This design comes from an exercise in tuning for small area, a short achievable clock period and few clock cycles per item on the open sky130 flow, not from production work. At most, simulation tests tie the RTL to the original design; equivalence was not proved. Only the layout flow was run in runs 3 and 4; the RTL was not checked for function there.

--- flow/flow/run.sh ---
#!/bin/bash
# Standard ORFS layout with two changes in how it is made (clock, constraints and steps stay
# the design's): port buffers use buf_4 rather than the cell buffer_ports picks by default,
# and repair_timing is asked to leave the setup margin in flow/margin.txt.
set -euo pipefail
MARGIN=$(cat flow/margin.txt)
bash standard.sh SETUP_SLACK_MARGIN=$MARGIN \
  "BUFFER_PORTS_ARGS=-buffer_cell sky130_fd_sc_hd__buf_4" finish > flow_standard.log 2>&1
--- flow/flow/margin.txt ---
5
--- flow/standard.sh ---
#!/bin/bash
# synth_recipe.tcl (not shown) runs the flow's synth.tcl, then flattens the netlist and writes it again
# the make line also repeats each setting of config.mk as NAME=value (left out here)
make -C /OpenROAD-flow-scripts/flow DESIGN_CONFIG=/design/flow/config.mk WORK_HOME=/design/flow/orfs CLKGATE_MAP_FILE= SYNTH_SCRIPT=/design/flow/synth_recipe.tcl "${@:-finish}"
--- flow/config.mk ---
export PLATFORM = sky130hd
export DESIGN_NAME = md_iter_unit
export DESIGN_NICKNAME = md_iter_unit
export VERILOG_FILES = /design/flow/design.v
export SDC_FILE = /design/flow/constraint.sdc
export NUM_CORES = 4
export LEC_CHECK = 0
export CAP_MARGIN = 20
export CORE_MARGIN = 2
export CORE_UTILIZATION = 40
export PLACE_DENSITY = 0.6
export SLEW_MARGIN = 20
--- flow/constraint.sdc ---
create_clock -name core_clock -period 10.5 [get_ports {clk}]
set_input_delay 2.1000 -clock core_clock [delete_from_list [all_inputs] [get_ports {clk}]]
set_output_delay 2.1000 -clock core_clock [all_outputs]
set_load 0.01 [all_outputs]
--- flow/design.v ---
module md_iter_unit #(
  parameter int unsigned WIDTH = 32
) (
  input  logic             clk,
  input  logic             rst_n,
  input  logic             start,
  input  logic [2:0]       funct3,
  input  logic [WIDTH-1:0] op1,
  input  logic [WIDTH-1:0] op2,
  input  logic             flush,
  output logic             busy,
  output logic             done,
  output logic [WIDTH-1:0] result,
  output logic             zero
);
  typedef enum logic [2:0] {
    StIdle = 3'd0,
    StPrep = 3'd1,
    StMul  = 3'd2,
    StDiv  = 3'd3,
    StFix  = 3'd4,
    StDone = 3'd5,
    StMfix = 3'd6,
    StCor  = 3'd7
  } state_e;
  state_e      state_q, state_d;
  logic [31:0] xr_q, xr_d;       
  logic [35:0] yr_q, yr_d;       
  logic [63:0] acc_q, acc_d;     
  logic [2:0]  f_q, f_d;         
  logic [5:0]  cnt_q, cnt_d;     
  logic        sx_q, sx_d;       
  logic        sy_q, sy_d;       
  logic [5:0]  wx_q, wx_d;       
  logic [5:0]  wy_q, wy_d;
  logic        mx_q, mx_d;       
  logic        my_q, my_d;
  logic        xs_q, xs_d;       
  logic        fix_q, fix_d;     
  logic        rneg_q, rneg_d;   
  logic [5:0]  bc_q, bc_d;       
  logic [1:0]  rsel_q, rsel_d;   
  logic [1:0]  kq_q, kq_d;       
  logic accept;
  assign accept = start && !flush && (state_q == StIdle || state_q == StDone);
  function automatic logic [5:0] width32(input logic [31:0] v);
    logic [5:0] w;
    w = 6'd0;
    for (int i = 0; i < 32; i++) begin
      if (v[i]) w = 6'(i + 1);
    end
    width32 = w;
  endfunction
  function automatic logic ones_then_zeros(input logic [31:0] v);
    logic ok;
    ok = 1'b1;
    for (int i = 1; i < 32; i++) begin
      if (!v[i] && v[i-1]) ok = 1'b0;
    end
    ones_then_zeros = ok;
  endfunction
  logic sx_in, sy_in;
  always_comb begin
    if (!funct3[2]) begin
      sx_in = (funct3[1:0] != 2'b11) && op1[31];
      sy_in = !funct3[1] && op2[31];
    end else begin
      sx_in = !funct3[0] && op1[31];
      sy_in = !funct3[0] && op2[31];
    end
  end
  logic        is_mul;
  logic [6:0]  sdiv;
  logic        yzero;
  logic        swap;
  logic [5:0]  wsm;
  logic [3:0]  nstep;
  logic [32:0] mplier;
  logic [31:0] mcand;
  logic        mcand_s;
  logic [35:0] sh_in;
  logic [5:0]  sh_amt;
  logic [35:0] sh_out;
  logic [31:0] xneg;
  logic [31:0] neg_in;
  always_comb begin
    is_mul  = !f_q[2];
    sdiv    = {1'b0, wx_q} + 7'(mx_q) - {1'b0, wy_q} - 7'(my_q);
    yzero   = (wy_q == 6'd0) && !sy_q;
    swap    = (wx_q < wy_q);
    wsm     = (swap ? wx_q : wy_q) + 6'd1;   
    nstep   = 4'((wsm + 6'd3) >> 2);         
    mplier  = swap ? {sx_q, xr_q} : {sy_q, yr_q[31:0]};
    mcand   = swap ? yr_q[31:0] : xr_q;
    mcand_s = swap ? sy_q : sx_q;
    if (is_mul) begin
      sh_in  = {{3{mplier[32]}}, mplier};
      sh_amt = 6'd36 - {nstep, 2'b00};
    end else begin
      sh_in  = {{4{sy_q}}, yr_q[31:0]};
      sh_amt = sdiv[5:0];
    end
    sh_out = sh_in << sh_amt;
    neg_in = (rsel_q == 2'd1) ? acc_q[31:0] : xr_q;
    xneg   = ~neg_in + 32'd1;
  end
  function automatic logic [2:0] booth_dec(input logic [2:0] bd);
    logic z, two, neg;
    z   = (bd == 3'b000) || (bd == 3'b111);
    two = (bd == 3'b011) || (bd == 3'b100);
    neg = bd[2] && !z;
    booth_dec = {z, two, neg};
  endfunction
  function automatic logic [34:0] booth_pp(input logic [2:0] bc, input logic [32:0] x);
    logic [33:0] mag;
    if (bc[2])      mag = 34'd0;
    else if (bc[1]) mag = {x, 1'b0};
    else            mag = {x[32], x};
    booth_pp = {bc[0], bc[0] ? ~mag : mag};
  endfunction
  logic [34:0] pph, ppl;
  logic [37:0] t1, t2, t3, csa_s, csa_c;
  logic [37:0] sum_low;
  logic [27:0] up_add, up_in, up_t, up_inc;
  logic        up_run;
  logic [63:0] acc_mul;
  always_comb begin
    pph     = booth_pp(bc_q[5:3], {xs_q, xr_q});
    ppl     = booth_pp(bc_q[2:0], {xs_q, xr_q});
    t1      = {2'b00, acc_q[31:0], 1'b0, pph[34], 1'b0, ppl[34]};
    t2      = {{2{pph[33]}}, pph[33:0], 2'b00};
    t3      = {{4{ppl[33]}}, ppl[33:0]};
    csa_s   = t1 ^ t2 ^ t3;
    csa_c   = {((t1[36:0] & t2[36:0]) | (t1[36:0] & t3[36:0]) | (t2[36:0] & t3[36:0])), 1'b0};
    sum_low = csa_s + csa_c;
    up_in  = (state_q == StMfix) ? acc_q[63:36] : {acc_q[59:36], {4{!kq_q[1]}}};
    up_t   = kq_q[1] ? ~up_in : up_in;
    up_run = 1'b1;
    for (int i = 0; i < 28; i++) begin
      up_inc[i] = up_in[i] ^ (up_run && (kq_q != 2'b00));
      up_run    = up_run && up_t[i];
    end
    up_add = (state_q == StMfix) ? up_inc : {up_inc[27:4], acc_q[35:32]};
    acc_mul = {up_add, sum_low[35:0]};
  end
  logic [33:0] trial;
  logic        add_d;
  always_comb begin
    add_d = rneg_q ^ sy_q;
    trial = {rneg_q, rneg_q, xr_q} + (add_d ? yr_q[33:0] : ~yr_q[33:0]) + 34'(!add_d);
  end
  always_comb begin
    state_d = state_q;
    xr_d    = xr_q;
    yr_d    = {yr_q[31:0], 4'b0000};
    acc_d   = acc_mul;
    cnt_d   = cnt_q - 6'd1;
    sy_d    = sy_q;
    xs_d    = xs_q;
    fix_d   = fix_q;
    rneg_d  = trial[33];
    bc_d    = {booth_dec(yr_q[31:29]), booth_dec(yr_q[29:27])};
    rsel_d  = rsel_q;
    kq_d    = sum_low[37:36];
    f_d     = funct3;
    sx_d    = sx_in;
    wx_d    = (op1[31] && !sx_in) ? 6'd32 : width32(op1 ^ {32{op1[31]}});
    wy_d    = (op2[31] && !sy_in) ? 6'd32 : width32(op2 ^ {32{op2[31]}});
    mx_d    = sx_in && ones_then_zeros(op1);
    my_d    = sy_in && ones_then_zeros(op2);
    unique case (state_q)
      StPrep: begin
        if (is_mul) begin
          xr_d    = mcand;
          xs_d    = mcand_s;
          yr_d    = sh_out;
          bc_d    = {booth_dec(sh_out[35:33]), booth_dec(sh_out[33:31])};
          acc_d   = 64'd0;
          kq_d    = 2'b00;
          cnt_d   = 6'(nstep) - 6'd1;
          rsel_d  = (f_q[1:0] == 2'b00) ? 2'd1 : 2'd2;
          state_d = StMul;
        end else if (yzero || sdiv[6]) begin
          acc_d   = {32'd0, {32{yzero}}};
          rsel_d  = f_q[1] ? 2'd0 : 2'd1;
          state_d = StDone;
        end else begin
          xr_d    = sx_q ? xneg : xr_q;
          yr_d    = sh_out;
          acc_d   = 64'd0;
          cnt_d   = sdiv[5:0];
          fix_d   = f_q[1] ? sx_q : (sx_q ^ sy_q);
          rneg_d  = 1'b0;
          rsel_d  = f_q[1] ? 2'd0 : 2'd1;
          state_d = StDiv;
        end
      end
      StMul: begin
        if (cnt_q == 6'd0) begin
          state_d = (rsel_q == 2'd2 && sum_low[37:36] != 2'b00) ? StMfix : StDone;
        end
      end
      StMfix: begin
        acc_d   = {up_add, acc_q[35:0]};
        state_d = StDone;
      end
      StDiv: begin
        acc_d = {32'd0, acc_q[30:0], !trial[33]};
        xr_d  = trial[31:0];
        if (cnt_q == 6'd0) begin
          yr_d    = yr_q;
          state_d = (!rsel_q[0] && trial[33]) ? StCor : (fix_q ? StFix : StDone);
        end else begin
          yr_d  = {yr_q[35], yr_q[35:1]};
        end
      end
      StCor: begin
        xr_d    = trial[31:0];
        state_d = fix_q ? StFix : StDone;
      end
      StFix: begin
        xr_d    = xneg;
        rsel_d  = 2'd0;
        state_d = StDone;
      end
      default: begin
        state_d = StIdle;
      end
    endcase
    if (state_q == StPrep || state_q == StMul || state_q == StDiv || state_q == StFix ||
        state_q == StMfix || state_q == StCor) begin
      if (flush) state_d = StIdle;
    end
    if (state_q == StIdle || state_q == StDone) begin
      xr_d    = op1;
      yr_d    = {4'b0000, op2};
      sy_d    = sy_in;
      rsel_d  = 2'd0;
      state_d = accept ? StPrep : StIdle;
    end
  end
  always_ff @(posedge clk or negedge rst_n) begin
    if (!rst_n) begin
      state_q <= StIdle;
    end else begin
      state_q <= state_d;
    end
  end
  always_ff @(posedge clk) begin
    xr_q  <= xr_d;
    yr_q  <= yr_d;
    acc_q <= acc_d;
    f_q   <= f_d;
    cnt_q <= cnt_d;
    sx_q  <= sx_d;
    sy_q  <= sy_d;
    wx_q  <= wx_d;
    wy_q  <= wy_d;
    mx_q  <= mx_d;
    my_q  <= my_d;
    xs_q  <= xs_d;
    kq_q  <= kq_d;
    fix_q <= fix_d;
    rneg_q <= rneg_d;
    bc_q  <= bc_d;
    rsel_q <= rsel_d;
  end
  always_comb begin
    busy   = (state_q == StPrep) || (state_q == StMul) || (state_q == StDiv) ||
             (state_q == StFix) || (state_q == StMfix) || (state_q == StCor);
    done   = (state_q == StDone);
    if (rsel_q[0]) begin
      result = acc_q[31:0];
      zero   = (acc_q[31:0] == 32'd0);
    end else if (rsel_q[1]) begin
      result = acc_q[63:32];
      zero   = (acc_q[63:32] == 32'd0);
    end else begin
      result = xr_q;
      zero   = (xr_q == 32'd0);
    end
  end
endmodule
==> impl_metrics.yaml, run 1 <==
grt:
  grt_pass1_wl_um: 130000
  grt_pass1_vias: 21000
  gr-usage-all-layers: 0.300
  grt_max_degree: 73
  grt.overflow.total: 0
  initial_antenna_violation_count: 2
yosys:
  postSynthAreaPerCell_um2: 7.54
  synthCells: 2908
  synth-async-reset-ratio: 0.0173
  post_synth_instance_area_mm2: 0.0219
  synth-seq-cells: 173
  number_of_synthesized_flops_with_an_enable_pin: 103
  synth-main-ff-cell: "edfxtp_1"
  ys_warn_count: 1
  yosys.cell_types.count: 99
  synth_sequential_area_ratio: 0.206
  synthesis.nets: 3113
setup_path:
  critical_path_launch_point_type: "flip-flop"
  critical_path.max_stage_delay_ns: 0.88
  cp-end-kind: "flip-flop"
  critPathBufInv: 0
  critical_path.top_delay_family: "compound AO/OA/AOI/OAI gates"
  critPathMaxFanout: 11
  cp_slowest_cell: "edfxtp_1"
  cp.required_ns: 10.93
  critPathKind: "reg -> reg"
  crit_path_cell_trace: "mux2i_1 -> nor2_1 -> xor2_1 -> fa_1 -> ha_1 -> a21o_1 -> a21o_1 -> a221oi_1 -> o211ai_1 -> a311oi_1 -> o31ai_1 -> a21oi_1 -> o31ai_1 -> a21oi_1 -> xor2_1 -> nor2_1 -> a22oi_2 -> o2bb2ai_1"
  critical_path_arrival_ns: 5.71
timing:
  period_needed_ns: 5.28
  setup_repair_after_global_routing_missed_its_margin: "no"
  timing_worst_slew_pin_value_ns: 0.984
  timing.final.ws_setup_ns: 5.22
  final-setup-viol-count: 0
  timing.fmax_ghz: 0.189
  slew_headroom: 0.337
  hold_viol: 0
  layout_worst_path_cycle_share: 0.503
  timing_max_transition_violations_final: 0
  hold_ws_ns: 0.494
  finalClockSkew_ns: 0.0178
  fin_setup_tns_ns: 0
run_status:
  status: "timing/DRC/antenna clean"
run:
  max_cap_viol_count: 0
routing:
  vias_per_cell: 6.33
  detailedRoute.firstIterationViolations: 2614
  vias: 22600
  ant_nets: 0
  detail_route.first_pass.iterations: 8
  drc: 0
  post_drt_wl_per_cell_um: 24.2
  detail_route.wirelength_um: 86100
die:
  start_util: 0.406
  floorplan.core_area_mm2: 0.0540
  row_count: 85
  fp.dieW_um: 238
  ioPinCount: 106
  die-area_mm2: 0.0567
  die_height_um: 238
clocking:
  cts-root-to-sink-buffers: 2
  cts_num_sinks: 173
  ctsHtreeMaxLevel: 4
  cts_root_buffer: "clkbuf_16"
  tritoncts: "yes"
  cts-hold-fix-buffers: 0
  clock_latency_ns: 0.51
  worst_setup_hold_path_clk_slew_ns: 0.08
  number_of_buffers_inserted_during_clock_tree_synthesis: 17
finish:
  post-route-cell-area_mm2: 0.0238
  most-common-layout-cells: "nor2_1 (340), nand2_1 (285), a21oi_1 (262), mux2i_1 (188), o21ai_0 (166)"
  antenna-diode-count: 0
  count_of_nets_after_finishing: 3061
  layout.cells.most_common: "nor2_1"
  layout-area-overhead-vs-synth_pct: 8.43
  stdcell_count: 3565
  post_route_cells_drive_above_1_share: 0.0962
place:
  postPlaceCellArea_mm2: 0.0231
  gp_congestion: 0.950
  dpl_worst_slack_ns: 5.08
  placed_cells: 3530
  place_hpwl_um: 63100
  portBuffers: 105
worst_hold_path:
  min_path_type: "reg -> reg"
## cells by family after synthesis
family | Yosys count | synth area share
xor+xnor | 254 | 0.102
mux | 208 | 0.0999
flops | 173 | 0.206
simple gates | 1001 | 0.208
compound gates | 813 | 0.237
buf+inv | 325 | 0.0587
fa+ha+maj | 134 | 0.0891
## metrics by stage
step,utilization
2_1_floorplan,-
5_1_grt,0.440
6_report,0.440
4_1_cts,0.439
3_3_place_gp,0.428
3_5_place_dp,0.428
## layout make-up
cell class	instances	area, um^2
Fill cell	5468	30200
Tap cell	696	871
Multi-Input combinational cell	2410	16200
Clock inverter	9	63.8
Clock buffer	23	522
Sequential cell	173	4520
Timing Repair Buffer	164	1250
Inverter	90	340
## worst register-to-register path: stages, from the launching register on
cell	delay (ns)
edfxtp_1	0.88
mux2i_1	0.19
nor2_1	0.15
xor2_1	0.19
fa_1	0.44
ha_1	0.39
a21o_1	0.19
a21o_1	0.18
a221oi_1	0.40
o211ai_1	0.14
a311oi_1	0.63
o31ai_1	0.18
a21oi_1	0.31
o31ai_1	0.13
a21oi_1	0.18
xor2_1	0.21
nor2_1	0.07
a22oi_2	0.19
o2bb2ai_1	0.16
## cell usage after synthesis, types with 83 or more instances
library cell    n  area, um^2
nand2_1       286        1070
o21ai_0       166         831
nand3_1        91         455
inv_1          83         312
mux2i_1       188        1880
clkbuf_1      174         653
xnor2_1       163        1430
nor2_1        344        1290
xor2_1         89         780
a21oi_1       262        1310
ha_1           97        1210
edfxtp_1      103        3090
## state kept, by name, indices dropped and copies added, names as in the netlist, 3 cells and up
register  flops
wx_q          6
state_q       3
yr_q         36
cnt_q         6
f_q           3
wy_q          6
acc_q        64
bc_q          6
xr_q         32
## layer usage
metal	share of wire	routed length [um]	track usage
met5	0.00013	11	0
met1	0.42	35900	0.409
met2	0.43	37100	0.456
met4	0.049	4210	0.134
met3	0.10	8860	0.0612
## repair_timing
| action | CTS | global route |
|---|---|---|
| setup endpoints to repair | 0 | 5 |
| gates resized for setup | 0 | 6 |
| endpoints found under the hold margin | 0 | 0 |
| setup buffers | 0 | 3 |
## worst paths after layout
| path | slack (ns) | cells past startpoint | to | from |
|---|---|---|---|---|
| hold / removal | 0.49 | 1 | cnt_q[0]$_DFF_P_ | cnt_q[0]$_DFF_P_ |
| setup reg to reg | 5.22 | 18 | state_q[1]$_DFF_PN0_ | xr_q[19]$_DFFE_PP_ |
| setup / recovery | 5.22 | 18 | state_q[1]$_DFF_PN0_ | xr_q[19]$_DFFE_PP_ |
| min in group asynchronous | 1.39 | 1 | state_q[2]$_DFF_PN0_ | rst_n |
| hold reg to reg | 0.49 | 1 | cnt_q[0]$_DFF_P_ | cnt_q[0]$_DFF_P_ |
| max in group asynchronous | 8.97 | 1 | state_q[1]$_DFF_PN0_ | rst_n |
Testbench counts, summed over its fixed seeds: cycles 162,402, items 24,000.
==> run 2, diff against run 1 <==
==> flow/run.sh (new file) <==
#!/bin/bash
# synth_recipe.tcl (not shown) runs the flow's synth.tcl, then flattens the netlist and writes it again
# the make line also repeats each setting of config.mk as NAME=value (left out here)
make -C /OpenROAD-flow-scripts/flow DESIGN_CONFIG=/design/flow/config.mk WORK_HOME=/design/flow/orfs CLKGATE_MAP_FILE= SYNTH_SCRIPT=/design/flow/synth_recipe.tcl finish
--- a/flow/config.mk
+++ b/flow/config.mk
@@ -10,3 +10,4 @@
 export CORE_UTILIZATION = 40
 export PLACE_DENSITY = 0.6
+export SETUP_SLACK_MARGIN = 5
 export SLEW_MARGIN = 20
removed: flow/flow/run.sh
removed: flow/flow/margin.txt
removed: flow/standard.sh
==> run 2 against run 1 <==
  * Count of clock-buffer cells in the layout decreased by 4
  * Critical path depth decreased by 12
  * Non-clock buffer count decreased by 1
==> impl_metrics.yaml, run 2 <==
run_status:
  status: "timing/DRC/antenna clean"
routing:
  drc: 0
  detail_route.wirelength_um: 88300
  ant_nets: 0
  vias: 22700
  vias_per_cell: 6.38
  post_drt_wl_per_cell_um: 24.8
  detail_route.first_pass.iterations: 6
  detailedRoute.firstIterationViolations: 2787
yosys:
  synth-main-ff-cell: "edfxtp_1"
  synth-async-reset-ratio: 0.0173
  post_synth_instance_area_mm2: 0.0219
  synthesis.nets: 3113
  postSynthAreaPerCell_um2: 7.54
  synthCells: 2908
  synth_sequential_area_ratio: 0.206
  synth.area.mux_share: 0.0999
  synth-seq-cells: 173
  synth_top_family_by_area: "compound AO/OA/AOI/OAI gates"
  synthSimpleGateAreaFrac: 0.208
  yosys.area.top_type: "edfxtp_1"
  post_synth_main_area_contributors: "edfxtp_1 (14%), mux2i_1 (8.6%), xnor2_1 (6.5%)"
  post_synth_xor_area_fraction: 0.102
  number_of_synthesized_flops_with_an_enable_pin: 103
  synth_most_common_cell: "nor2_1"
  synth.cells.most_frequent: "nor2_1 (344), nand2_1 (286), a21oi_1 (262)"
  yosys.cell_types.count: 99
  ys_warn_count: 1
  area_share_of_the_largest_cell_type_after_synthesis: 0.141
  post_synth_adder_cell_area: 0.0891
  synth_compound_gate_area_share: 0.237
finish:
  most-common-layout-cells: "nor2_1 (340), nand2_1 (285), a21oi_1 (262), mux2i_1 (188), o21ai_0 (166)"
  register_area_mm2: 0.00452
  largest_reg_flops: 64
  top_register: "acc_q"
  layout-area-overhead-vs-synth_pct: 9.37
  stdcell_count: 3564
  reg_top3: "acc_q (64), yr_q (36), xr_q (32)"
  layout.cells.most_common: "nor2_1"
  total_area_of_multi_input_combinational_cells_mm2: 0.0162
  antenna-diode-count: 0
  count_of_nets_after_finishing: 3060
  filler_cell_count: 5382
  post_route_cells_drive_above_1_share: 0.0607
worst_hold_path:
  min_path_type: "reg -> reg"
  min_path_cells: 1
timing:
  fin_setup_tns_ns: 0
  final-setup-viol-count: 0
  hold_viol: 0
  timing_worst_slew_pin_value_ns: 1.16
  slew_headroom: 0.228
  timing.fmax_ghz: 0.187
  timing.final.ws_setup_ns: 5.14
  finalClockSkew_ns: 0.0115
  layout_worst_path_cycle_share: 0.510
  setup_repair_after_global_routing_missed_its_margin: "no"
  timing_max_transition_violations_final: 0
  period_needed_ns: 5.36
grt:
  gr-usage-all-layers: 0.306
  grt_max_degree: 63
  grt_pass1_wl_um: 131000
  initial_antenna_violation_count: 1
  grt.overflow.total: 0
  grt_pass1_vias: 21100
setup_path:
  cp.required_ns: 8.40
  critical_path_arrival_ns: 3.26
  worstRegToRegCells: 15
  critPathKind: "reg -> out"
  cp-end-kind: "output port"
  critical_path.max_stage_delay_ns: 0.63
  cp_slowest_cell: "edfxtp_1"
  crit_path_cell_trace: "nor4_1 -> nand3_1 -> nor4_2 -> a41oi_1 -> o21ai_0 -> clkdlybuf4s50_1"
  critPathMaxFanout: 9
  critical_path_launch_point_type: "flip-flop"
die:
  die_height_um: 238
  fp.dieW_um: 238
  start_util: 0.406
  row_count: 85
  floorplan.core_area_mm2: 0.0540
  ioPinCount: 106
  die-area_mm2: 0.0567
clocking:
  cts-root-to-sink-buffers: 2
  cts_num_sinks: 173
  clock_latency_ns: 0.51
  ctsHtreeMaxLevel: 4
  cts_setup_buffers: 0
  tritoncts: "yes"
  cts_root_buffer: "clkbuf_16"
  number_of_buffers_inserted_during_clock_tree_synthesis: 17
  worst_setup_hold_path_clk_slew_ns: 0.08
place:
  gp_congestion: 1.00
  place_hpwl_um: 66300
  placed_cells: 3532
  portBuffers: 105
  dpl_worst_slack_ns: 5.10
run:
  max_cap_viol_count: 0
run 2: layer usage:
layer | GRT usage | wire, um | vias up
met1 | 0.413 | 36700 | 10800
li1 | - | - | 10300
met5 | 0 | 13 | -
met3 | 0.0585 | 8900 | 262
met2 | 0.462 | 37700 | 1341
met4 | 0.161 | 5020 | 2
run 2: path summary, 6_finish.rpt:
kind                                         start  slack, ns                    to
worst max-delay path            xr_q[28]$_DFFE_PP_       5.14                  zero
worst min-delay path              cnt_q[0]$_DFF_P_       0.51      cnt_q[0]$_DFF_P_
worst max register to register  wy_q[0]$_SDFF_PP0_       5.38    yr_q[25]$_DFFE_PP_
worst min register to register    cnt_q[0]$_DFF_P_       0.51      cnt_q[0]$_DFF_P_
max in group asynchronous                    rst_n       8.34  state_q[2]$_DFF_PN0_
min in group asynchronous                    rst_n       1.88  state_q[1]$_DFF_PN0_
run 2: worst max-delay path: cells and delay by family (launching register included):
family | cells | cell delay, ns
DFF | 1 | 0.63
buffers and inverters | 1 | 0.59
and+or+nand+nor | 3 | 1.19
AOI/OAI and AO/OA | 2 | 0.32
run 2: area by class of cell:
cell class                 instances  share of cell area
multi-input combinational       2410               0.676
clock inverter                    13             0.00417
tap                              696              0.0363
inverter                          90              0.0142
timing repair buffer             163              0.0620
clock buffer                      19              0.0189
sequential                       173               0.188
run 2: logic make-up (layout without fill, tap and decap cells):
| group | after synthesis | after routing |
|---|---|---|
| fa+ha+maj | 134 | 134 |
| mux | 208 | 208 |
| compound gates | 813 | 813 |
| buf+inv | 325 | 285 |
| flops | 173 | 173 |
| xor+xnor | 254 | 254 |
| simple gates | 1001 | 1001 |
run 2: per-stage QoR:
step | hold slack (ns) | util | cell area (um^2)
after detailed placement | 0.473 | 0.433 | 23400
after floorplan | 0.436 | - | 21900
after global placement | 0.469 | 0.433 | 23400
after global routing | 0.513 | 0.444 | 24000
final | 0.505 | 0.444 | 24000
after CTS | 0.495 | 0.444 | 24000
run 2: repair_timing:
item	4_1_cts	5_1_grt
setup endpoints to repair	0	4
hold buffers	0	0
gates resized for setup	0	5
==> run 3, diff against run 2 <==
--- a/flow/design.v
+++ b/flow/design.v
@@ -34,6 +34,6 @@
   logic [5:0]  wx_q, wx_d;       
   logic [5:0]  wy_q, wy_d;
-  logic        mx_q, mx_d;       
-  logic        my_q, my_d;
+  logic [5:0]  ex_q, ex_d;       
+  logic [5:0]  ey_q, ey_d;
   logic        xs_q, xs_d;       
   logic        fix_q, fix_d;     
@@ -42,6 +42,10 @@
   logic [1:0]  rsel_q, rsel_d;   
   logic [1:0]  kq_q, kq_d;       
+  logic mfix_done;
+  logic ready;
   logic accept;
-  assign accept = start && !flush && (state_q == StIdle || state_q == StDone);
+  assign mfix_done = (state_q == StMfix) && (kq_q == 2'b00);
+  assign ready     = (state_q == StIdle) || (state_q == StDone) || mfix_done;
+  assign accept    = start && !flush && ready;
   function automatic logic [5:0] width32(input logic [31:0] v);
     logic [5:0] w;
@@ -86,5 +90,5 @@
   always_comb begin
     is_mul  = !f_q[2];
-    sdiv    = {1'b0, wx_q} + 7'(mx_q) - {1'b0, wy_q} - 7'(my_q);
+    sdiv    = {1'b0, ex_q} - {1'b0, ey_q};
     yzero   = (wy_q == 6'd0) && !sy_q;
     swap    = (wx_q < wy_q);
@@ -167,6 +171,6 @@
     wx_d    = (op1[31] && !sx_in) ? 6'd32 : width32(op1 ^ {32{op1[31]}});
     wy_d    = (op2[31] && !sy_in) ? 6'd32 : width32(op2 ^ {32{op2[31]}});
-    mx_d    = sx_in && ones_then_zeros(op1);
-    my_d    = sy_in && ones_then_zeros(op2);
+    ex_d    = wx_d + 6'(sx_in && ones_then_zeros(op1));
+    ey_d    = wy_d + 6'(sy_in && ones_then_zeros(op2));
     unique case (state_q)
       StPrep: begin
@@ -198,5 +202,5 @@
       StMul: begin
         if (cnt_q == 6'd0) begin
-          state_d = (rsel_q == 2'd2 && sum_low[37:36] != 2'b00) ? StMfix : StDone;
+          state_d = rsel_q[1] ? StMfix : StDone;
         end
       end
@@ -228,9 +232,8 @@
       end
     endcase
-    if (state_q == StPrep || state_q == StMul || state_q == StDiv || state_q == StFix ||
-        state_q == StMfix || state_q == StCor) begin
+    if (!ready) begin
       if (flush) state_d = StIdle;
     end
-    if (state_q == StIdle || state_q == StDone) begin
+    if (ready) begin
       xr_d    = op1;
       yr_d    = {4'b0000, op2};
@@ -257,6 +260,6 @@
     wx_q  <= wx_d;
     wy_q  <= wy_d;
-    mx_q  <= mx_d;
-    my_q  <= my_d;
+    ex_q  <= ex_d;
+    ey_q  <= ey_d;
     xs_q  <= xs_d;
     kq_q  <= kq_d;
@@ -267,7 +270,6 @@
   end
   always_comb begin
-    busy   = (state_q == StPrep) || (state_q == StMul) || (state_q == StDiv) ||
-             (state_q == StFix) || (state_q == StMfix) || (state_q == StCor);
-    done   = (state_q == StDone);
+    busy   = !ready;
+    done   = (state_q == StDone) || mfix_done;
     if (rsel_q[0]) begin
       result = acc_q[31:0];
==> flow/flow/run.sh (new file) <==
#!/bin/bash
# Standard ORFS layout with two changes in how it is made (clock, constraints and steps stay
# the design's): port buffers use buf_2 rather than the cell buffer_ports picks by default,
# and repair_timing is asked to leave the setup margin in flow/margin.txt.
set -euo pipefail
MARGIN=$(cat flow/margin.txt)
bash standard.sh SETUP_SLACK_MARGIN=$MARGIN \
  "BUFFER_PORTS_ARGS=-buffer_cell sky130_fd_sc_hd__buf_2" finish > flow_standard.log 2>&1
==> flow/flow/margin.txt (new file) <==
5.5
==> flow/standard.sh (new file) <==
#!/bin/bash
# synth_recipe.tcl (not shown) runs the flow's synth.tcl, then flattens the netlist and writes it again
# the make line also repeats each setting of config.mk as NAME=value (left out here)
make -C /OpenROAD-flow-scripts/flow DESIGN_CONFIG=/design/flow/config.mk WORK_HOME=/design/flow/orfs CLKGATE_MAP_FILE= SYNTH_SCRIPT=/design/flow/synth_recipe.tcl "${@:-finish}"
--- a/flow/config.mk
+++ b/flow/config.mk
@@ -10,4 +10,3 @@
 export CORE_UTILIZATION = 40
 export PLACE_DENSITY = 0.6
-export SETUP_SLACK_MARGIN = 5
 export SLEW_MARGIN = 20
removed: flow/run.sh
==> run 3 against run 2 <==
  * Still clean
  * Maximum frequency increased by 7.9%
  * Count of clock-buffer cells in the layout increased by 1
  * Via count increased by 2.9%
  * Global-route usage decreased by 0.20 points
  * Register-to-register slack improved by 0.16 ns
  * First-iteration DRC count decreased by 3.1%
  * Final cell count increased by 3.2%
  * Cell area increased by 2.8%
  * Critical endpoint is now yr_q[30]$_DFFE_PP_
==> impl_metrics.yaml, run 3 <==
run_status:
  status: "timing/DRC/antenna clean"
timing:
  timing_max_transition_violations_final: 0
  fin_setup_tns_ns: 0
  setup_repair_after_global_routing_missed_its_margin: "yes"
  hold_viol: 0
  timing_worst_slew_pin_value_ns: 1.05
  layout_worst_path_cycle_share: 0.473
  slew_headroom: 0.297
  period_needed_ns: 4.96
  finalClockSkew_ns: 0.0177
  final-setup-viol-count: 0
  timing.fmax_ghz: 0.201
clocking:
  clock_latency_ns: 0.52
  cts-root-to-sink-buffers: 2
  cts_num_sinks: 183
  number_of_buffers_inserted_during_clock_tree_synthesis: 17
  cts_root_buffer: "clkbuf_16"
  tritoncts: "yes"
  ctsHtreeMaxLevel: 4
  worst_setup_hold_path_clk_slew_ns: 0.07
  cts-hold-fix-buffers: 0
grt:
  initial_antenna_violation_count: 1
  grt_pass1_wl_um: 134000
  grt_pass1_vias: 21700
  gr-usage-all-layers: 0.304
  grt.overflow.total: 0
  grt_max_degree: 70
routing:
  vias_per_cell: 6.36
  detail_route.wirelength_um: 90000
  detailedRoute.firstIterationViolations: 2700
  maxUsedRoutingLayer: "met4"
  drc: 0
  vias: 23400
  wl_met1_um: 36600
  detail_route.first_pass.iterations: 6
  post_drt_wl_per_cell_um: 24.5
  detailroute.wirelength.met2_um: 40400
  met3_length_um: 8210
  ant_nets: 0
yosys:
  ys_warn_count: 1
  synthCells: 2946
  post_synth_instance_area_mm2: 0.0225
  number_of_synthesized_flops_with_an_enable_pin: 103
  post_synth_adder_cell_area: 0.0833
  area_share_of_the_largest_cell_type_after_synthesis: 0.137
  synth-async-reset-ratio: 0.0164
  synth-seq-cells: 183
  synth_compound_gate_area_share: 0.243
  synthSimpleGateAreaFrac: 0.203
  postSynthAreaPerCell_um2: 7.65
  yosys.area.top_type: "edfxtp_1"
  synth-main-ff-cell: "edfxtp_1"
  synthesis.nets: 3146
  post_synth_main_area_contributors: "edfxtp_1 (14%), mux2i_1 (8.5%), dfxtp_1 (6.8%)"
  synth.cells.most_frequent: "nor2_1 (330), nand2_1 (278), o21ai_0 (199)"
  yosys.cell_types.count: 105
  synth_top_family_by_area: "compound AO/OA/AOI/OAI gates"
  post_synth_xor_area_fraction: 0.102
  synth.area.mux_share: 0.0998
  synth_most_common_cell: "nor2_1"
  synth_sequential_area_ratio: 0.209
setup_path:
  cell_mode_on_critical_path: "inv_1"
  critical_path_arrival_ns: 5.20
  critical_path.max_stage_delay_ns: 0.76
  worstRegToRegCells: 14
  critPathMaxFanout: 45
  cp-end-kind: "flip-flop"
  critPathKind: "reg -> reg"
  crit_path_cell_trace: "inv_1 -> ha_1 -> inv_1 -> fa_1 -> inv_1 -> nor2_2 -> buf_4 -> nor2_1 -> a22oi_1 -> mux2i_1 -> mux2i_1 -> a22oi_1 -> a222oi_1 -> o21ai_0"
  critical_path_launch_point_type: "flip-flop"
  cp.required_ns: 10.73
  cp_slowest_cell: "a22oi_1"
finish:
  fin_util: 0.445
  layout.cells.most_common: "nor2_1"
  filler_cell_count: 5545
  top_register: "acc_q"
  antenna-diode-count: 0
  post_route_cells_drive_above_1_share: 0.118
  largest_reg_flops: 64
  count_of_nets_after_finishing: 3117
  most-common-layout-cells: "nor2_1 (324), nand2_1 (278), o21ai_0 (194), a21oi_1 (192), mux2i_1 (192)"
  reg_top3: "acc_q (64), yr_q (36), xr_q (32)"
  layout-area-overhead-vs-synth_pct: 9.42
place:
  place_hpwl_um: 64500
  portBuffers: 105
  gp_congestion: 0.998
die:
  row_count: 86
  ioPinCount: 106
  die-area_mm2: 0.0582
  start_util: 0.407
  floorplan.core_area_mm2: 0.0554
  fp.dieW_um: 241
  die_height_um: 241
worst_hold_path:
  min_path_cells: 2
  min_path_type: "reg -> reg"
run:
  max_cap_viol_count: 0
-- run 3: cell count changes in the layout (fill, tap and decap cells not counted), sizes merged, moves of 11 or more --
cell / change
nor2: -15
a211oi: +25
clkdlybuf4s50: -105
o211ai: -11
xor2: +13
buf: +138
a21oi: -67
or3: +12
o21bai: +14
a31oi: +17
a2111oi: +16
o21ai: +28
-- run 3: worst max-delay path, delay by kind of cell, from the launching register on --
| family | cells | cell delay, ns |
|---|---|---|
| simple gates | 2 | 0.37 |
| mux | 2 | 0.82 |
| compound gates | 4 | 1.36 |
| buf+inv | 4 | 0.92 |
| flops | 1 | 0.30 |
| fa+ha+maj | 2 | 0.91 |
-- run 3: cell families (layout without fill, tap and decap cells) --
family / Yosys count / after routing
muxes: 214 / 214
and+or+nand+nor: 993 / 994
buffers and inverters: 337 / 318
xor gates and xnor gates: 259 / 259
adders and majority gates: 129 / 129
DFF: 183 / 183
AOI/OAI and AO/OA: 831 / 833
-- run 3: layer usage --
| layer | GRT usage | vias up |
|---|---|---|
| met5 | 0 | - |
| met4 | 0.161 | 0 |
| met3 | 0.0583 | 233 |
| met2 | 0.482 | 1255 |
| met1 | 0.391 | 11200 |
| li1 | - | 10700 |
-- run 3: through the flow --
stage          hold WS, ns  std cells  cell area [um^2]  setup slack, ns
6_report             0.528       3678             24700             5.54
5_1_grt              0.584       3678             24700             5.37
4_1_cts              0.529       3634             24100             5.48
3_5_place_dp         0.509       3591             23400             4.21
3_3_place_gp         0.502       3591             23400             4.40
2_1_floorplan        0.487       2946             22500             5.48
-- run 3: area by class of cell --
| cell class | count | area [um^2] | area share |
|---|---|---|---|
| sequential | 183 | 4720 | 0.191 |
| inverter | 89 | 340 | 0.0138 |
| clock inverter | 12 | 101 | 0.00411 |
| tap | 748 | 936 | 0.0380 |
| multi-input combinational | 2429 | 16700 | 0.678 |
| clock buffer | 20 | 479 | 0.0194 |
| timing repair buffer | 197 | 1350 | 0.0549 |
-- run 3: path summary, 6_finish.rpt --
check                           slack [ns]                     end             startpoint
worst max-delay path                  5.54      yr_q[30]$_DFFE_PP_        ex_q[0]$_DFF_P_
worst min-delay path                  0.53   yr_q[35]$_SDFFE_PN0N_  yr_q[35]$_SDFFE_PN0N_
worst max register to register        5.54      yr_q[30]$_DFFE_PP_        ex_q[0]$_DFF_P_
worst min register to register        0.53   yr_q[35]$_SDFFE_PN0N_  yr_q[35]$_SDFFE_PN0N_
max in group asynchronous             9.01  state_q[1]$_DFFE_PN0P_                  rst_n
min in group asynchronous             1.38  state_q[0]$_DFFE_PN0P_                  rst_n
-- run 3: timing repair --
item                                    in CTS  in global routing
gates resized for setup                     25                 41
endpoints found under the setup margin      62                 43
pin swaps                                    0                 14
gates cloned                                 3                  1
setup buffers                                8                 43
==> run 4, diff against run 3 <==
==> flow/flow/margin.txt (replaced) <==
6.0
==> run 4 against run 3 <==
  * Final cell count grew 3.2%
  * Largest cell class unchanged
  * Still clean
  * Clock skew down 0.0051 ns
==> impl_metrics.yaml, run 4 <==
place:
  portBuffers: 105
  place_hpwl_um: 64700
  gp_congestion: 0.994
  placed_cells: 3597
finish:
  largest_reg_flops: 64
  top_register: "acc_q"
  reg_top3: "acc_q (64), yr_q (36), xr_q (32)"
  post_route_cells_drive_above_1_share: 0.181
  stdcell_count: 3795
  fin_util: 0.477
  count_of_nets_after_finishing: 3232
  layout.cells.most_common: "nor2_1"
  layout-area-overhead-vs-synth_pct: 17.4
  most-common-layout-cells: "nor2_1 (318), nand2_1 (276), mux2i_1 (191), o21ai_0 (188), a21oi_1 (178)"
timing:
  layout_worst_path_cycle_share: 0.457
  setup_repair_after_global_routing_missed_its_margin: "yes"
  fin_setup_tns_ns: 0
  slew_headroom: 0.271
  timing_worst_slew_pin_value_ns: 1.07
  timing.fmax_ghz: 0.209
  timing_max_transition_violations_final: 0
  final-setup-viol-count: 0
  finalClockSkew_ns: 0.0126
  hold_ws_ns: 0.541
  period_needed_ns: 4.79
  hold_viol: 0
yosys:
  synth_sequential_area_ratio: 0.209
  synth-main-ff-cell: "edfxtp_1"
  synth_most_common_cell: "nor2_1"
  post_synth_instance_area_mm2: 0.0225
  yosys.cell_types.count: 105
  synth.cells.most_frequent: "nor2_1 (330), nand2_1 (278), o21ai_0 (199)"
  area_share_of_the_largest_cell_type_after_synthesis: 0.137
  synth-seq-cells: 183
  postSynthAreaPerCell_um2: 7.65
  post_synth_main_area_contributors: "edfxtp_1 (14%), mux2i_1 (8.5%), dfxtp_1 (6.8%)"
  yosys.area.top_type: "edfxtp_1"
  ys_warn_count: 1
  synthCells: 2946
  synthesis.nets: 3146
  synth-async-reset-ratio: 0.0164
  number_of_synthesized_flops_with_an_enable_pin: 103
routing:
  drc: 0
  detailedRoute.firstIterationViolations: 2751
  detail_route.first_pass.iterations: 7
  post_drt_wl_per_cell_um: 24.8
  vias_per_cell: 6.37
  vias: 24200
  ant_nets: 0
  detail_route.wirelength_um: 94000
die:
  row_count: 86
  die_height_um: 241
  floorplan.core_area_mm2: 0.0554
  die-area_mm2: 0.0582
  start_util: 0.407
  ioPinCount: 106
  fp.dieW_um: 241
clocking:
  number_of_buffers_inserted_during_clock_tree_synthesis: 17
  ctsHtreeMaxLevel: 4
  cts-root-to-sink-buffers: 2
  cts-hold-fix-buffers: 0
  clock_latency_ns: 0.51
  cts_num_sinks: 183
  worst_setup_hold_path_clk_slew_ns: 0.08
  cts_root_buffer: "clkbuf_16"
  tritoncts: "yes"
grt:
  grt.overflow.total: 0
  initial_antenna_violation_count: 2
  grt_max_degree: 70
  gr-usage-all-layers: 0.312
  grt_pass1_wl_um: 137000
  grt_pass1_vias: 22300
setup_path:
  critPathKind: "reg -> out"
  critPathBufInv: 1
  critPathMaxFanout: 4
  cp_slowest_cell: "edfxtp_1"
  cp.required_ns: 8.40
  critical_path_arrival_ns: 2.69
  critical_path.max_stage_delay_ns: 0.56
  cp-end-kind: "output port"
  crit_path_cell_trace: "nor4_2 -> and3_1 -> nand4_1 -> or4_1 -> a21oi_1 -> a41o_1 -> buf_2"
  critical_path_launch_point_type: "flip-flop"
  critical_path.top_delay_family: "simple AND/OR/NAND/NOR gates"
run_status:
  status: "timing/DRC/antenna clean"
run:
  max_cap_viol_count: 0
worst_hold_path:
  min_path_type: "reg -> reg"
run 4: cell counts after synthesis:
Identical to the previous run, type by type.
run 4: per-stage QoR:
| stage | cell area, um^2 | setup WS [ns] |
|---|---|---|
| 4_1_cts | 25200 | 5.79 |
| 6_report | 26400 | 5.71 |
| 3_3_place_gp | 23500 | 4.54 |
| 3_5_place_dp | 23500 | 4.51 |
| 2_1_floorplan | 22600 | 5.54 |
| 5_1_grt | 26400 | 5.64 |
run 4: final timing paths:
check	cells after the start	from	slack (ns)	end
max in group asynchronous	1	rst_n	9.01	state_q[0]$_DFFE_PN0P_
min in group asynchronous	1	rst_n	1.38	state_q[2]$_DFFE_PN0P_
worst min register to register	2	yr_q[34]$_SDFFE_PN0P_	0.54	yr_q[34]$_SDFFE_PN0P_
worst max register to register	21	xr_q[10]$_DFFE_PP_	5.86	acc_q[32]$_DFFE_PN_
worst max-delay path	7	xr_q[10]$_DFFE_PP_	5.71	zero
worst min-delay path	2	yr_q[34]$_SDFFE_PN0P_	0.54	yr_q[34]$_SDFFE_PN0P_
run 4: cell families (layout without fill, tap and decap cells):
family,Yosys count,count (layout),synth area share
other,0,2,0
muxes,214,215,0.0998
adders and majority gates,129,129,0.0833
xor gates and xnor gates,259,259,0.102
and+or+nand+nor,993,993,0.203
AOI/OAI and AO/OA,831,833,0.243
DFF,183,183,0.209
buffers and inverters,337,433,0.0604
run 4: layer usage:
metal	vias up	GRT usage	part of all wire
met5	-	0	0.00014
met4	2	0.166	0.057
met3	275	0.0614	0.093
met2	1282	0.495	0.45
met1	11700	0.399	0.40
li1	10900	-	-
run 4: cell type report:
cell class,count,area [um^2]
diodes,2,5.00
clock buffers,22,518
clock inverters,10,80.1
fillers,5364,29000
inverters,89,350
multi-input cells,2429,17300
flip-flops and latches,183,4730
well taps,748,936
repair buffers,312,2490
run 4: worst register-to-register path: stages, from the launching register on:
cell and delay [ns]:
edfxtp_1 0.56, buf_6 0.19, buf_6 0.12, mux2i_1 0.13, nor2_1 0.07, xnor2_1 0.22
fa_1 0.49, ha_4 0.25, a21o_1 0.16, a21o_1 0.17, a21o_1 0.20, a21oi_2 0.14
o21bai_1 0.10, a32oi_1 0.27, nand2_1 0.10, a41oi_2 0.28, o31a_1 0.31, buf_4 0.16
o21ai_2 0.07, nand2_1 0.09, nor4_1 0.05, a211o_1 0.30
run 4: repair_timing:
action | CTS | global route
cloned | 4 | 4
gates resized for setup | 104 | 117
setup buffers | 82 | 74
pin swaps | 36 | 77
endpoints found under the setup margin | 86 | 57
==> run 5, diff against run 4 <==
--- a/flow/design.v
+++ b/flow/design.v
@@ -21,6 +21,5 @@
     StFix  = 3'd4,
     StDone = 3'd5,
-    StMfix = 3'd6,
-    StCor  = 3'd7
+    StMfix = 3'd6
   } state_e;
   state_e      state_q, state_d;
@@ -38,5 +37,4 @@
   logic        xs_q, xs_d;       
   logic        fix_q, fix_d;     
-  logic        rneg_q, rneg_d;   
   logic [5:0]  bc_q, bc_d;       
   logic [1:0]  rsel_q, rsel_d;   
@@ -87,5 +85,4 @@
   logic [35:0] sh_out;
   logic [31:0] xneg;
-  logic [31:0] neg_in;
   always_comb begin
     is_mul  = !f_q[2];
@@ -149,8 +146,13 @@
   end
   logic [33:0] trial;
-  logic        add_d;
-  always_comb begin
-    add_d = rneg_q ^ sy_q;
-    trial = {rneg_q, rneg_q, xr_q} + (add_d ? yr_q[33:0] : ~yr_q[33:0]) + 34'(!add_d);
+  logic        q_bit;
+  logic [31:0] rem_next;
+  logic [31:0] quo_next;
+  logic [31:0] neg_in;
+  always_comb begin
+    trial    = {2'b00, xr_q} + (sy_q ? yr_q[33:0] : ~yr_q[33:0]) + 34'(!sy_q);
+    q_bit    = !trial[33];
+    rem_next = q_bit ? trial[31:0] : xr_q;
+    quo_next = {acc_q[30:0], q_bit};
   end
   always_comb begin
@@ -163,5 +165,4 @@
     xs_d    = xs_q;
     fix_d   = fix_q;
-    rneg_d  = trial[33];
     bc_d    = {booth_dec(yr_q[31:29]), booth_dec(yr_q[29:27])};
     rsel_d  = rsel_q;
@@ -195,5 +196,4 @@
           cnt_d   = sdiv[5:0];
           fix_d   = f_q[1] ? sx_q : (sx_q ^ sy_q);
-          rneg_d  = 1'b0;
           rsel_d  = f_q[1] ? 2'd0 : 2'd1;
           state_d = StDiv;
@@ -210,16 +210,10 @@
       end
       StDiv: begin
-        acc_d = {32'd0, acc_q[30:0], !trial[33]};
-        xr_d  = trial[31:0];
+        acc_d = {32'd0, quo_next};
+        xr_d  = rem_next;
+        yr_d  = {yr_q[35], yr_q[35:1]};
         if (cnt_q == 6'd0) begin
-          yr_d    = yr_q;
-          state_d = (!rsel_q[0] && trial[33]) ? StCor : (fix_q ? StFix : StDone);
-        end else begin
-          yr_d  = {yr_q[35], yr_q[35:1]};
+          state_d = fix_q ? StFix : StDone;
         end
-      end
-      StCor: begin
-        xr_d    = trial[31:0];
-        state_d = fix_q ? StFix : StDone;
       end
       StFix: begin
@@ -265,5 +259,4 @@
     kq_q  <= kq_d;
     fix_q <= fix_d;
-    rneg_q <= rneg_d;
     bc_q  <= bc_d;
     rsel_q <= rsel_d;
==> flow/flow/margin.txt (replaced) <==
5.5
--- a/flow/config.mk
+++ b/flow/config.mk
@@ -6,7 +6,9 @@
 export NUM_CORES = 4
 export LEC_CHECK = 0
-export CAP_MARGIN = 20
+export CAP_MARGIN = 10
 export CORE_MARGIN = 2
 export CORE_UTILIZATION = 40
+export CTS_BUF_LIST = sky130_fd_sc_hd__clkbuf_8
+export CTS_CLUSTER_SIZE = 20
 export PLACE_DENSITY = 0.6
-export SLEW_MARGIN = 20
+export SLEW_MARGIN = 10
==> run 5 against run 4 <==
  * Count of clock-buffer cells in the layout shrank 4
  * Cell area is 10% lower
  * Hold slack improved by 0.013 ns
  * Clock skew grew 0.012 ns
  * Global-route usage shrank 1.2 points
  * Core utilization down 3.6 points
  * Critical path depth is 10 higher
  * Die area is 3.8% lower
  * Critical endpoint is now acc_q[35]$_DFFE_PN_
  * Highest routed layer is now met4
==> impl_metrics.yaml, run 5 <==
grt:
  grt_max_degree: 70
  grt_util_met1: 0.403
  initial_antenna_violation_count: 1
  grt_pass1_vias: 20900
  grt_use_met3: 0.0484
  globalRouteMet2Util: 0.470
  grt_busiest_layer: "met2"
  gr-usage-all-layers: 0.299
  grt.overflow.total: 0
  grt_pass1_wl_um: 129000
routing:
  post_drt_wl_per_cell_um: 24.0
  detail_route.wirelength_um: 85700
  ant_nets: 0
  detailedRoute.firstIterationViolations: 2471
  detail_route.first_pass.iterations: 6
  drc: 0
  vias_per_cell: 6.24
  vias: 22300
yosys:
  synth-async-reset-ratio: 0.0165
  synth-main-ff-cell: "dfxtp_1"
  postSynthAreaPerCell_um2: 7.57
  synth.cells.most_frequent: "nor2_1 (315), nand2_1 (242), a21oi_1 (231)"
  synthCells: 2862
  synth_most_common_cell: "nor2_1"
  number_of_synthesized_flops_with_an_enable_pin: 71
  ys_warn_count: 1
  synth_sequential_area_ratio: 0.202
  synthesis.nets: 3061
  post_synth_instance_area_mm2: 0.0217
  post_synth_main_area_contributors: "dfxtp_1 (10%), edfxtp_1 (9.8%), mux2i_1 (9.1%)"
  yosys.area.top_type: "dfxtp_1"
  synth-seq-cells: 182
  area_share_of_the_largest_cell_type_after_synthesis: 0.0998
  yosys.cell_types.count: 101
run_status:
  status: "timing/DRC/antenna clean"
setup_path:
  critical_path.top_delay_family: "compound AO/OA/AOI/OAI gates"
  critical_path_arrival_ns: 5.26
  crit_path_cell_trace: "mux2i_1 -> nor2_1 -> xor2_1 -> fa_1 -> ha_1 -> a21o_1 -> a21o_1 -> a21oi_1 -> o21ai_0 -> a221oi_1 -> o41ai_2 -> a41o_1 -> a2111oi_4 -> o31ai_1 -> a21oi_1 -> xor2_1 -> nor2_1"
  cp-end-kind: "flip-flop"
  critPathKind: "reg -> reg"
  worst-r2r-setup-slack_ns: 5.61
  critical_path.max_stage_delay_ns: 0.84
  cp_slowest_cell: "edfxtp_1"
  worstRegToRegCells: 17
  regToRegEndpoint: "acc_q[35]$_DFFE_PN_"
  worst_r2r_startpoint: "xr_q[16]$_DFFE_PP_"
  critPathBufInv: 0
  cp.required_ns: 10.87
  critical_path_launch_point_type: "flip-flop"
  critPathMaxFanout: 9
clocking:
  tritoncts: "yes"
  cts_num_sinks: 182
  number_of_buffers_inserted_during_clock_tree_synthesis: 17
  worst_setup_hold_path_clk_slew_ns: 0.12
  ctsHtreeMaxLevel: 4
  clock_latency_ns: 0.60
  cts_root_buffer: "clkbuf_8"
  cts-root-to-sink-buffers: 2
die:
  die_height_um: 237
  floorplan.core_area_mm2: 0.0537
  start_util: 0.403
  fp.dieW_um: 237
  row_count: 85
  ioPinCount: 106
  die-area_mm2: 0.0560
timing:
  timing.fmax_ghz: 0.204
  slew_headroom: 0.281
  timing_worst_slew_pin_value_ns: 1.07
  timing_max_transition_violations_final: 0
  setup_repair_after_global_routing_missed_its_margin: "yes"
  period_needed_ns: 4.89
  fin_setup_tns_ns: 0
  finalClockSkew_ns: 0.0251
  layout_worst_path_cycle_share: 0.466
  final-setup-viol-count: 0
  timing.final.ws_setup_ns: 5.61
  hold_viol: 0
finish:
  largest_reg_flops: 64
  layout-area-overhead-vs-synth_pct: 9.49
  post-route-cell-area_mm2: 0.0237
  most-common-layout-cells: "nor2_1 (310), nand2_1 (242), a21oi_1 (226), mux2i_1 (195), o21ai_0 (178)"
  post_route_cells_drive_above_1_share: 0.120
  top_register: "acc_q"
  reg_top3: "acc_q (64), yr_q (36), xr_q (32)"
  layout.cells.most_common: "nor2_1"
  fin_util: 0.441
  stdcell_count: 3575
  count_of_nets_after_finishing: 3065
  antenna-diode-count: 0
  filler_cell_count: 5382
worst_hold_path:
  timing.hold.worst.start: "yr_q[35]$_SDFFE_PN0N_"
  min_path_type: "reg -> reg"
  min_path_cells: 2
  whs_endpoint: "yr_q[35]$_SDFFE_PN0N_"
place:
  placed_cells: 3485
  place_hpwl_um: 63100
  gp_congestion: 0.998
  postPlaceCellArea_mm2: 0.0226
  portBuffers: 105
  dpl_worst_slack_ns: 4.41
run:
  max_cap_viol_count: 0
run 5: changes by cell type in the layout (fill, tap and decap cells not counted), moves of 16 or more:
| cell | before | now |
|---|---|---|
| xor2_1 | 101 | 128 |
| clkbuf_16 | 23 | 1 |
| clkbuf_8 | 1 | 18 |
| edfxtp_1 | 103 | 71 |
| a21oi_1 | 178 | 226 |
| a22oi_1 | 27 | 11 |
| nand2_1 | 276 | 242 |
| dfxtp_1 | 66 | 101 |
| xnor2_1 | 152 | 132 |
| buf_4 | 173 | 102 |
run 5: worst max path at each step:
| stage | cells after the start | slack (ns) | to | startpoint |
|---|---|---|---|---|
| after floorplan | 17 | 5.55 | ey_q[4]$_DFF_P_ | op2[0] |
| after global placement | 18 | 4.56 | ey_q[4]$_DFF_P_ | op2[31] |
| after detailed placement | 18 | 4.41 | ey_q[4]$_DFF_P_ | op2[31] |
| after CTS | 18 | 5.40 | acc_q[35]$_DFFE_PN_ | bc_q[4]$_DFF_P_ |
| after global routing | 17 | 5.41 | acc_q[35]$_DFFE_PN_ | xr_q[16]$_DFFE_PP_ |
| final | 17 | 5.61 | acc_q[35]$_DFFE_PN_ | xr_q[16]$_DFFE_PP_ |
run 5: repair_timing:
item                       in CTS  in global routing
pin swaps                       1                  5
hold buffers                    0                  0
gates resized for setup        19                 39
cloned                          1                  1
setup endpoints to repair      59                 69
buffers inserted                2                 54
run 5: worst register-to-register path: stages, from the launching register on:
cell and delay, ns:
edfxtp_1 0.84, mux2i_1 0.16, nor2_1 0.15, xor2_1 0.19, fa_1 0.44, ha_1 0.34, a21o_1 0.17, a21o_1 0.17
a21oi_1 0.15, o21ai_0 0.16, a221oi_1 0.41, o41ai_2 0.19, a41o_1 0.36, a2111oi_4 0.35, o31ai_1 0.15, a21oi_1 0.24
xor2_1 0.17, nor2_1 0.05
run 5: final cells by class:
type | instances | area [um^2] | share of cell area
inverter | 84 | 323 | 0.0136
clock inverter | 14 | 133 | 0.00559
tap | 696 | 871 | 0.0367
multi-input combinational | 2364 | 16300 | 0.687
sequential | 182 | 4380 | 0.185
clock buffer | 18 | 248 | 0.0104
timing repair buffer | 217 | 1460 | 0.0616
run 5: through the flow:
stage,hold WS [ns]
finish,0.553
detailed placement,0.516
global placement,0.507
global route,0.606
floorplan,0.467
CTS,0.546
run 5: cell families after synthesis:
logic type / synth area share
adders and majority gates: 0.0861
muxes: 0.0970
AOI/OAI and AO/OA: 0.250
DFF: 0.202
buffers and inverters: 0.0574
xor gates and xnor gates: 0.105
and+or+nand+nor: 0.203
run 5: metal layers:
metal / share of wire / vias to the layer above
met1: 0.43 / 10600
met5: 0 / -
met3: 0.084 / 184
met4: 0.043 / 0
met2: 0.45 / 1124
li1: - / 10400
Testbench counts of run 5, summed over its fixed seeds: cycles 160,991, items 24,000.
==> run 6, diff against run 5 <==
==> flow/flow/margin.txt (replaced) <==
6.0
--- a/flow/config.mk
+++ b/flow/config.mk
@@ -9,6 +9,4 @@
 export CORE_MARGIN = 2
 export CORE_UTILIZATION = 40
-export CTS_BUF_LIST = sky130_fd_sc_hd__clkbuf_8
-export CTS_CLUSTER_SIZE = 20
 export PLACE_DENSITY = 0.6
 export SLEW_MARGIN = 10
==> run 6 against run 5 <==
  * Hold slack got worse by 0.011 ns
  * Critical path type is now in -> reg
  * Highest routed layer unchanged
  * First-iteration DRC count rose by 7.3%
  * Maximum frequency rose by 5.7%
  * Register-to-register slack improved by 0.42 ns
  * Non-clock buffer count rose by 88
==> impl_metrics.yaml, run 6 <==
place:
  portBuffers: 105
  gp_congestion: 1.00
  place_hpwl_um: 64100
  postPlaceCellArea_mm2: 0.0227
routing:
  vias_per_cell: 6.33
  ant_nets: 0
  post_drt_wl_per_cell_um: 25.4
  drc: 0
  detail_route.wirelength_um: 93200
  detail_route.first_pass.iterations: 9
  detailedRoute.firstIterationViolations: 2651
  vias: 23200
yosys:
  post_synth_instance_area_mm2: 0.0217
  synth_most_common_cell: "nor2_1"
  synthCells: 2862
  synth-async-reset-ratio: 0.0165
  synth-main-ff-cell: "dfxtp_1"
  yosys.area.top_type: "dfxtp_1"
  post_synth_main_area_contributors: "dfxtp_1 (10%), edfxtp_1 (9.8%), mux2i_1 (9.1%)"
  synthesis.nets: 3061
  number_of_synthesized_flops_with_an_enable_pin: 71
  synth.cells.most_frequent: "nor2_1 (315), nand2_1 (242), a21oi_1 (231)"
  synth.area.mux_share: 0.0970
  ys_warn_count: 1
  yosys.cell_types.count: 101
  synth_top_family_by_area: "compound AO/OA/AOI/OAI gates"
  synth_compound_gate_area_share: 0.250
  area_share_of_the_largest_cell_type_after_synthesis: 0.0998
  synth_sequential_area_ratio: 0.202
  post_synth_adder_cell_area: 0.0861
  synthSimpleGateAreaFrac: 0.203
  synth-seq-cells: 182
  post_synth_xor_area_fraction: 0.105
  postSynthAreaPerCell_um2: 7.57
grt:
  grt_max_degree: 69
  grt_pass1_vias: 21300
  gr-usage-all-layers: 0.320
  grt.overflow.total: 0
  initial_antenna_violation_count: 1
  grt_pass1_wl_um: 136000
timing:
  slew_headroom: 0.410
  finalClockSkew_ns: 0.0205
  layout_worst_path_cycle_share: 0.441
  setup_repair_after_global_routing_missed_its_margin: "yes"
  timing.fmax_ghz: 0.216
  timing_max_transition_violations_final: 0
  final-setup-viol-count: 0
  period_needed_ns: 4.63
  timing_worst_slew_pin_value_ns: 0.871
  fin_setup_tns_ns: 0
  hold_viol: 0
die:
  die_height_um: 237
  die-area_mm2: 0.0560
  ioPinCount: 106
  row_count: 85
  fp.dieW_um: 237
  floorplan.core_area_mm2: 0.0537
  start_util: 0.403
clocking:
  worst_setup_hold_path_clk_slew_ns: 0.09
  clock_latency_ns: 0.52
  cts-root-to-sink-buffers: 2
  ctsHtreeMaxLevel: 4
  cts_num_sinks: 182
  cts_root_buffer: "clkbuf_16"
  cts-hold-fix-buffers: 0
  number_of_buffers_inserted_during_clock_tree_synthesis: 17
  tritoncts: "yes"
finish:
  most-common-layout-cells: "nor2_1 (305), nand2_1 (242), a21oi_1 (217), mux2i_1 (194), o21ai_0 (169)"
  layout.cells.most_common: "nor2_1"
  top_register: "acc_q"
  filler_cell_count: 5208
  count_of_nets_after_finishing: 3153
  largest_reg_flops: 64
  post_route_cells_drive_above_1_share: 0.176
  post-route-cell-area_mm2: 0.0257
  reg_top3: "acc_q (64), yr_q (36), xr_q (32)"
  antenna-diode-count: 0
  layout-area-overhead-vs-synth_pct: 18.8
  fin_util: 0.479
setup_path:
  cp-startpoint: "op2[4]"
  cp.required_ns: 10.91
  critical_path_launch_point_type: "primary input"
  critical_path_arrival_ns: 5.04
  worst_r2r_startpoint: "xr_q[4]$_DFFE_PP_"
  critPathMaxFanout: 6
  cp-end-kind: "flip-flop"
  regToRegEndpoint: "acc_q[35]$_DFFE_PN_"
  worstRegToRegCells: 19
  worst-r2r-setup-slack_ns: 6.03
  critPathKind: "in -> reg"
worst_hold_path:
  whs_endpoint: "yr_q[35]$_SDFFE_PN0N_"
  min_path_type: "reg -> reg"
  min_path_cells: 2
  timing.hold.worst.start: "yr_q[35]$_SDFFE_PN0N_"
run:
  max_cap_viol_count: 0
run_status:
  status: "timing/DRC/antenna clean"
run 6: stage by stage:
stage | setup slack (ns) | std cells | hold slack (ns)
after floorplan | 5.72 | 2862 | 0.467
after global placement | 4.78 | 3486 | 0.505
after detailed placement | 4.73 | 3486 | 0.514
after CTS | 5.91 | 3595 | 0.537
after global routing | 5.67 | 3663 | 0.578
final | 5.87 | 3663 | 0.543
run 6: how the worst max path moves through the flow:
stage / end / slack (ns) / cells after the start
after floorplan: ey_q[4]$_DFF_P_ / 5.72 / 17
after global placement: ey_q[4]$_DFF_P_ / 4.78 / 18
after detailed placement: ey_q[4]$_DFF_P_ / 4.73 / 18
after CTS: ey_q[4]$_DFF_P_ / 5.91 / 18
after global routing: ey_q[4]$_DFF_P_ / 5.67 / 18
final: ey_q[4]$_DFF_P_ / 5.87 / 17
run 6: logic make-up (layout without fill, tap and decap cells):
logic type                 after synthesis  count (layout)
buffers and inverters                  317             421
AOI/OAI and AO/OA                      828             828
and+or+nand+nor                        940             941
adders and majority gates              128             128
muxes                                  207             207
xor gates and xnor gates               260             260
DFF                                    182             182
run 6: per-layer routing:
layer  global-route usage  vias up  routed length [um]
met5                    0        -                   0
met4                0.163        0                5270
met3               0.0547      275                8880
met2                0.496     1208               40800
met1                0.427    11100               38200
li1                     -    10600                   -
run 6: critical path: stages:
cell,delay (ns)
buf_2,0.15
inv_1,0.08
a2111o_1,0.44
a31oi_1,0.18
o21bai_1,0.11
a2111oi_2,0.38
nor3_2,0.09
a21oi_2,0.16
o21ai_1,0.09
nand3_1,0.11
a21oi_1,0.08
o211a_1,0.22
o32ai_2,0.24
ha_2,0.27
ha_4,0.15
nand3_2,0.06
xnor2_1,0.13
run 6: layout make-up:
type	instances	area, um^2	share of cell area
clock buffers	17	425	0.0165
repair buffers	305	2530	0.0982
flip-flops and latches	182	4390	0.171
clock inverters	15	211	0.00822
inverters	84	330	0.0128
multi-input cells	2364	17000	0.660
well taps	696	871	0.0338
run 6: repair_timing:
item	CTS	global route
setup endpoints to repair	111	104
pin swaps	31	65
resized for setup	98	139
cloned	3	5
setup buffers	74	63

## re-timing with driven ports
The results above use ideal ports. As a check the final layouts listed here were re-extracted and re-timed, cells and wires unchanged. Step 1, drivers: a clkbuf_16 drives clk and a buf_2 each remaining input, both assumed. Step 2 times the ports against the registers' clock, not the clock port: input delays grow and output delays shrink by t, the midpoint of the rising clock arrivals with the driver on. Slacks: no drivers / after step 1 / after step 2; pairs: no drivers / after step 1.
run | t (ns) | slack for setup (ns) | slew at the worst register clock pin (ns)
run 1 | 0.569 | 5.220 / 5.220 / 5.220 | 0.08 / 0.08
run 2 | 0.568 | 5.144 / 5.081 / 5.377 | 0.08 / 0.08
run 3 | 0.568 | 5.535 / 5.491 / 5.094 | 0.08 / 0.08
run 4 | 0.560 | 5.706 / 5.646 / 5.249 | 0.08 / 0.08
run 5 | 0.653 | 5.609 / 5.609 / 5.133 | 0.12 / 0.12
run 6 | 0.570 | 5.871 / 5.830 / 5.311 | 0.09 / 0.09
After both steps every run listed still meets setup and hold. For run 6, which loses most, drivers alone change the setup slack by -0.041 ns; drivers and shift together by -0.560 ns.
